Source: an optimization exercise on an open RTL-to-GDS flow (aim: small area). Production flows keep margins and buffers that such runs may drop.
Only simulation tests tie the RTL to the original design; equivalence was not proved.
Power is estimated from default activity; no workload was simulated.

// aurora_lane
module aurora_lane
#(
    parameter int SH_CNT_MAX     = 64,
    parameter int SH_INVALID_MAX = 16
) (
    input  logic                 clk160,
    input  logic                 rst,
    input  logic [aurora_pkg::PAYLOAD_W-1:0] tx_data_i,
    input  aurora_pkg::sync_hdr_e            tx_sync_i,
    output logic                 tx_data_next_o,
    output logic [aurora_pkg::BYTE_W-1:0]    tx_byte_o,
    input  logic [aurora_pkg::BYTE_W-1:0]    rx_byte_i,
    output logic [aurora_pkg::PAYLOAD_W-1:0] rx_data_o,
    output aurora_pkg::sync_hdr_e            rx_sync_o,
    output logic                 rx_valid_o,
    output logic                 block_lock_o
);
    logic [BLOCK_W-1:0] rx_block;
    logic               rx_block_valid;
    logic               slip;
    logic [1:0]         beat;
    tx_lane u_tx_lane (
        .clk160      (clk160),
        .rst         (rst),
        .data_i      (tx_data_i),
        .sync_i      (tx_sync_i),
        .data_next_o (tx_data_next_o),
        .byte_o      (tx_byte_o),
        .beat_o      (beat)
    );
    rx_gearbox u_rx_gearbox (
        .clk160        (clk160),
        .rst           (rst),
        .beat_i        (beat),
        .byte_i        (rx_byte_i),
        .slip_i        (slip),
        .block_o       (rx_block),
        .block_valid_o (rx_block_valid)
    );
    assign rx_sync_o = aurora_pkg::sync_hdr_e'(rx_block[HDR_W-1:0]);
    assign rx_data_o = rx_block[BLOCK_W-1:HDR_W];
    block_sync #(
        .SH_CNT_MAX     (SH_CNT_MAX),
        .SH_INVALID_MAX (SH_INVALID_MAX)
    ) u_block_sync (
        .clk160      (clk160),
        .rst         (rst),
        .hdr_i       (rx_sync_o),
        .hdr_valid_i (rx_block_valid),
        .slip_o      (slip),
        .lock_o      (block_lock_o)
    );
    assign rx_valid_o = rx_block_valid && block_lock_o;
endmodule
Size in the first run: about 150 I/O pins.
export LEC_CHECK = 0
export CAP_MARGIN = 20
export CELL_PAD_IN_SITES_DETAIL_PLACEMENT = 1
export CELL_PAD_IN_SITES_GLOBAL_PLACEMENT = 2
export CORE_MARGIN = 2
export CORE_UTILIZATION = 40
export SLEW_MARGIN = 20
create_clock -name core_clock -period 6.25 [get_ports {clk160}]
standard.sh (not shown) runs the stock make flow with config.mk's settings and CLKGATE_MAP_FILE= SYNTH_SCRIPT=/design/flow/synth_recipe.tcl, a recipe that flattens the netlist after the stock synthesis.
==> flow/flow/run.sh <==
#!/bin/bash
# Own layout flow: the standard flow, with three changes.
#  1. After the standard synthesis, the combinational cells are mapped again by
#     ABC for area with a few scripts, keeping the smallest result; flip-flops
#     are left exactly as the standard synthesis made them.
#  2. Port buffers are the smallest buffer cell.
#  3. CTS without dummy loads.
# Every tool writes its full output to a log of its own in this folder.
set -euo pipefail
W=$PWD
R=$W/orfs/results/$FLOW_PLATFORM/aurora_lane/base
LIB=$FLOW_HOME/platforms/$FLOW_PLATFORM/lib/sky130_fd_sc_hd__tt_025C_1v80.lib

export CTS_ARGS="-sink_clustering_enable -repair_clock_nets -dont_use_dummy_load -buf_list {sky130_fd_sc_hd__clkbuf_4 sky130_fd_sc_hd__clkbuf_8} -sink_clustering_buffer sky130_fd_sc_hd__clkbuf_8 -root_buf sky130_fd_sc_hd__clkbuf_4 -sink_clustering_size 14 -sink_clustering_max_diameter 70"
export BUFFER_PORTS_ARGS="-buffer_cell sky130_fd_sc_hd__buf_1"

bash standard.sh synth > $W/log_1_standard_synth.txt 2>&1
cp $R/1_2_yosys.v $W/std_1_2_yosys.v

DU=""
for c in $(cat $W/flow/dont_use.txt); do DU="$DU -dont_use $c"; done
FLOPS=$(grep -oE "sky130_fd_sc_hd__[a-z0-9_]+" $W/std_1_2_yosys.v | sort -u | grep -E "__(df|edf|sdf|dl)" | tr '\n' ' ')
best=""
best_area=""
for s in $W/flow/abc_*.abc; do
  n=$(basename $s .abc)
  cat > $W/remap_$n.ys <<EOF
read_liberty -ignore_miss_func $LIB
read_verilog $W/std_1_2_yosys.v
hierarchy -top $FLOW_TOP
setattr -mod -set keep_hierarchy 1 $FLOPS
flatten
opt_clean
abc -script $s -liberty $LIB $DU
opt_clean -purge
blackbox $FLOPS
hilomap -singleton -hicell sky130_fd_sc_hd__conb_1 HI -locell sky130_fd_sc_hd__conb_1 LO
insbuf -buf sky130_fd_sc_hd__buf_4 A X
splitnets
opt_clean -purge
tee -o $W/remap_$n.stat stat -liberty $LIB
write_verilog -noattr -nohex -nodec $W/remap_$n.v
EOF
  if yosys -s $W/remap_$n.ys > $W/log_2_remap_$n.txt 2>&1; then
    a=$(grep "Chip area for module" $W/remap_$n.stat | head -1 | awk '{print $NF}')
    echo "$n $a" >> $W/remap_areas.txt
    if [[ -z "$best_area" ]] || awk -v a="$a" -v b="$best_area" 'BEGIN{exit !(a<b)}'; then
      best=$n; best_area=$a
    fi
  fi
done
echo "best $best $best_area" >> $W/remap_areas.txt
cp $W/remap_$best.v $R/1_2_yosys.v
rm -f $R/1_synth.odb $R/1_synth.sdc
bash standard.sh > $W/log_3_standard_layout.txt 2>&1
Other scripts of this flow, unchanged in this note and not shown: flow/flow/abc_1.abc, flow/flow/abc_4.abc, flow/flow/abc_5.abc, flow/flow/abc_6.abc, flow/flow/abc_7.abc, flow/flow/abc_8.abc, flow/flow/abc_9.abc, flow/flow/dont_use.txt
The first run finished with timing, DRC and antenna clean.
Edit:
Settings changed: PLACE_DENSITY set to 0.7.
Result: The new run completed without violations. Count of clock-buffer cells in the layout drops by 1. Register-to-register slack barely changes. First-iteration DRC count climbs by 46%. Non-clock buffer count drops by 1. Core utilization barely changes. Global-route usage climbs by 0.36 points. Setup slack loses 0.14 ns. Maximum frequency drops by about 3%. Wire length climbs by about 0.8%.

== job 3308 ==
aurora_lane, a different RTL version from the one above (not shown whole).
Size: ~820 cells after synthesis, ~150 I/O pins, ~0.0093 mm² of cells after synthesis.
Design aurora_lane, start of the top module:
module aurora_lane
#(
    parameter int SH_CNT_MAX     = 64,
    parameter int SH_INVALID_MAX = 16
) (
    input  logic                 clk160,
    input  logic                 rst,
    input  logic [aurora_pkg::PAYLOAD_W-1:0] tx_data_i,
    input  aurora_pkg::sync_hdr_e            tx_sync_i,
    output logic                 tx_data_next_o,
    output logic [aurora_pkg::BYTE_W-1:0]    tx_byte_o,
    input  logic [aurora_pkg::BYTE_W-1:0]    rx_byte_i,
    output logic [aurora_pkg::PAYLOAD_W-1:0] rx_data_o,
    output aurora_pkg::sync_hdr_e            rx_sync_o,
    output logic                 rx_valid_o,
    output logic                 block_lock_o
);
    logic [BLOCK_W-1:0] rx_block;
    logic               rx_block_valid;
    logic               slip;
    logic [1:0]         beat;
    tx_lane u_tx_lane (
        .clk160      (clk160),
        .rst         (rst),
        .data_i      (tx_data_i),
        .sync_i      (tx_sync_i),
        .data_next_o (tx_data_next_o),
        .byte_o      (tx_byte_o),
        .beat_o      (beat)
    );
    rx_gearbox u_rx_gearbox (
        .clk160        (clk160),
        .rst           (rst),
        .beat_i        (beat),
        .byte_i        (rx_byte_i),
        .slip_i        (slip),
        .block_o       (rx_block),
        .block_valid_o (rx_block_valid)
    );
  ...
clock: 6.25 ns
lec_check: 0
cap_margin: 20
cell_pad_in_sites_detail_placement: 1
cell_pad_in_sites_global_placement: 1
core_margin: 2
core_utilization: 40
slew_margin: 20
==> flow/flow/abc_1.abc <==
strash
&get -n
&fraig -x
&put
scorr
dc2
strash
dch -f
amap
==> flow/flow/abc_4.abc <==
strash
&get -n
&dch -f
&nf -a -R 1000
&put
==> flow/flow/abc_5.abc <==
strash
&get -n
&fraig -x
&put
scorr
dc2
strash
&get -n
&dch -f
&nf
&put
==> flow/flow/abc_6.abc <==
strash
&get -n
&fraig -x
&put
scorr
dc2
strash
&get -n
&dch -f
&nf -R 1000 -E 100
&put
==> flow/flow/abc_7.abc <==
strash
&get -n
&fraig -x
&put
scorr
dc2
strash
&get -n
&dch -f
&nf -R 1000 -E 100 -C 32 -F 8 -A 4
&put
==> flow/flow/abc_8.abc <==
strash
dc2
strash
&get -n
&dch -f
&nf -R 1000 -E 100
&put
==> flow/flow/abc_9.abc <==
strash
&get -n
&fraig -x
&put
scorr
dc2
strash
&get -n
&dch -f
&nf -R 1000 -E 10 -p -C 32 -F 8
&put
==> flow/flow/dont_use.txt <==
sky130_fd_sc_hd__lpflow_bleeder_1
sky130_fd_sc_hd__lpflow_clkbufkapwr_1
sky130_fd_sc_hd__lpflow_clkbufkapwr_16
sky130_fd_sc_hd__lpflow_clkbufkapwr_2
sky130_fd_sc_hd__lpflow_clkbufkapwr_4
sky130_fd_sc_hd__lpflow_clkbufkapwr_8
sky130_fd_sc_hd__lpflow_clkinvkapwr_1
sky130_fd_sc_hd__lpflow_clkinvkapwr_16
sky130_fd_sc_hd__lpflow_clkinvkapwr_2
sky130_fd_sc_hd__lpflow_clkinvkapwr_4
sky130_fd_sc_hd__lpflow_clkinvkapwr_8
sky130_fd_sc_hd__lpflow_decapkapwr_12
sky130_fd_sc_hd__lpflow_decapkapwr_3
sky130_fd_sc_hd__lpflow_decapkapwr_4
sky130_fd_sc_hd__lpflow_decapkapwr_6
sky130_fd_sc_hd__lpflow_decapkapwr_8
sky130_fd_sc_hd__lpflow_inputiso0n_1
sky130_fd_sc_hd__lpflow_inputiso0p_1
sky130_fd_sc_hd__lpflow_inputiso1n_1
sky130_fd_sc_hd__lpflow_inputiso1p_1
sky130_fd_sc_hd__lpflow_inputisolatch_1
sky130_fd_sc_hd__lpflow_isobufsrc_1
sky130_fd_sc_hd__lpflow_isobufsrc_16
sky130_fd_sc_hd__lpflow_isobufsrc_2
sky130_fd_sc_hd__lpflow_isobufsrc_4
sky130_fd_sc_hd__lpflow_isobufsrc_8
sky130_fd_sc_hd__lpflow_isobufsrckapwr_16
sky130_fd_sc_hd__lpflow_lsbuf_lh_hl_isowell_tap_1
sky130_fd_sc_hd__lpflow_lsbuf_lh_hl_isowell_tap_2
sky130_fd_sc_hd__lpflow_lsbuf_lh_hl_isowell_tap_4
sky130_fd_sc_hd__lpflow_lsbuf_lh_isowell_4
sky130_fd_sc_hd__lpflow_lsbuf_lh_isowell_tap_1
sky130_fd_sc_hd__lpflow_lsbuf_lh_isowell_tap_2
sky130_fd_sc_hd__lpflow_lsbuf_lh_isowell_tap_4
sky130_fd_sc_hd__probe_p_8
sky130_fd_sc_hd__probec_p_8
Scripts as last shown in full above: flow/flow/run.sh
The inputs of job 6481 differ from those of job 3308 as listed below.
- swapping 1 for 2 in CELL_PAD_IN_SITES_GLOBAL_PLACEMENT
==> comparison <==
- Against job 3308 as the reference, job 6481 delivers a higher number of signal-net buffers in the layout.
- Fmax, job 6481 vs job 3308: down by a few percent
- Delta (job 6481 minus job 3308): sequential share of layout area did not really move; area enclosed by the die boundary neither gained nor lost much.
- Re placement-stage worst setup slack: job 3308 was higher than job 6481.
- Hold slack: job 3308 vs job 6481 — no meaningful difference
What job 2083 does differently from job 6481 at the input level:
- an added PLACE_DENSITY of 0.7
Findings:
- Job 2083 finished all stages; the layout is clean.
- Diff job 6481 -> job 2083: wire length comparable, number of instances in the synthesized netlist comparable, area added between synthesis and finish comparable, time the final worst path needs with I/O delays and setup comparable.
- Share of the final layout cell area in sequential cells came out exactly the same in job 6481 and job 2083.
- Re switching part of the total power: no difference whatsoever between job 6481 and job 2083.
- Reported for job 6481 and job 2083, core utilization turned out identical to the last digit.
[inputs] job 4006 vs job 2083
- swapping 2 for 1 in CELL_PAD_IN_SITES_GLOBAL_PLACEMENT
- clearing PLACE_DENSITY, which used to be 0.7
--- a/flow/flow/run.sh
+++ b/flow/flow/run.sh
@@ -12,5 +12,5 @@
 LIB=$FLOW_HOME/platforms/$FLOW_PLATFORM/lib/sky130_fd_sc_hd__tt_025C_1v80.lib
 
-export CTS_ARGS="-sink_clustering_enable -repair_clock_nets -dont_use_dummy_load -buf_list {sky130_fd_sc_hd__clkbuf_4 sky130_fd_sc_hd__clkbuf_8} -sink_clustering_buffer sky130_fd_sc_hd__clkbuf_8 -root_buf sky130_fd_sc_hd__clkbuf_4 -sink_clustering_size 14 -sink_clustering_max_diameter 70"
+export CTS_ARGS="-sink_clustering_enable -repair_clock_nets -dont_use_dummy_load -buf_list {sky130_fd_sc_hd__clkbuf_4 sky130_fd_sc_hd__clkbuf_8} -sink_clustering_buffer sky130_fd_sc_hd__clkbuf_8 -root_buf sky130_fd_sc_hd__clkbuf_4 -sink_clustering_size 17 -sink_clustering_max_diameter 75"
 export BUFFER_PORTS_ARGS="-buffer_cell sky130_fd_sc_hd__buf_1"
 
[summary]
Delta (job 4006 minus job 2083): routed length on met3 +8.1%, clock period minus worst slack -0.22 ns, slack of the critical path went up. Job 4006 vs job 2083, logic gate share of total power went up by 2.3 points. Job 4006 vs. job 2083: transition time at the pin with the least slew margin -0.091 ns; post-route non-filler standard cell count now sits lower; overall power of the completed layout shrank by 1.6%; design area decreased about 0.6%; number of fillers in the final layout increased 35. In terms of global-route wire length before repair, job 4006 and job 2083 differ only marginally. Re number of placed I/O pins: no difference whatsoever between job 4006 and job 2083.

==> separate check: timing with driven ports <==
How much do the figures lean on ideal ports? The routed layouts below were timed once more, with nothing changed but the port constraints.
Step 1, drivers: a clkbuf_16 drives clk160 and a buf_2 each remaining input, both assumed.
Step 2 also shifts input and output timing later by t, the mid clock arrival at the registers, as if the neighbouring blocks saw the same clock.
a / b / c = no drivers / after step 1 / after step 2; a / b = the first two.
| run | shift t [ns] | slack for setup (ns) | hold WS [ns] | clock arrival spread, ns | worst data-port slew with drivers (ns) |
|---|---|---|---|---|---|
| the first run of note 1 | 0.688 | 1.510 / 1.469 / 2.157 | 0.292 / 0.292 / 0.292 | 0.093 / 0.092 | 0.05 |
| the second run of note 1 | 0.675 | 1.368 / 1.322 / 1.997 | 0.329 / 0.329 / 0.329 | 0.046 / 0.047 | 0.06 |
| job 3308 | 0.688 | 1.538 / 1.493 / 2.181 | 0.334 / 0.334 / 0.334 | 0.090 / 0.090 | 0.05 |
| job 6481 | 0.695 | 1.372 / 1.324 / 2.019 | 0.333 / 0.333 / 0.333 | 0.083 / 0.084 | 0.06 |
| job 2083 | 0.695 | 1.372 / 1.324 / 2.019 | 0.333 / 0.333 / 0.333 | 0.083 / 0.084 | 0.06 |
| job 4006 | 0.665 | 1.592 / 1.547 / 2.213 | 0.332 / 0.332 / 0.332 | 0.065 / 0.065 | 0.05 |
After both steps setup and hold are still met in every run listed.
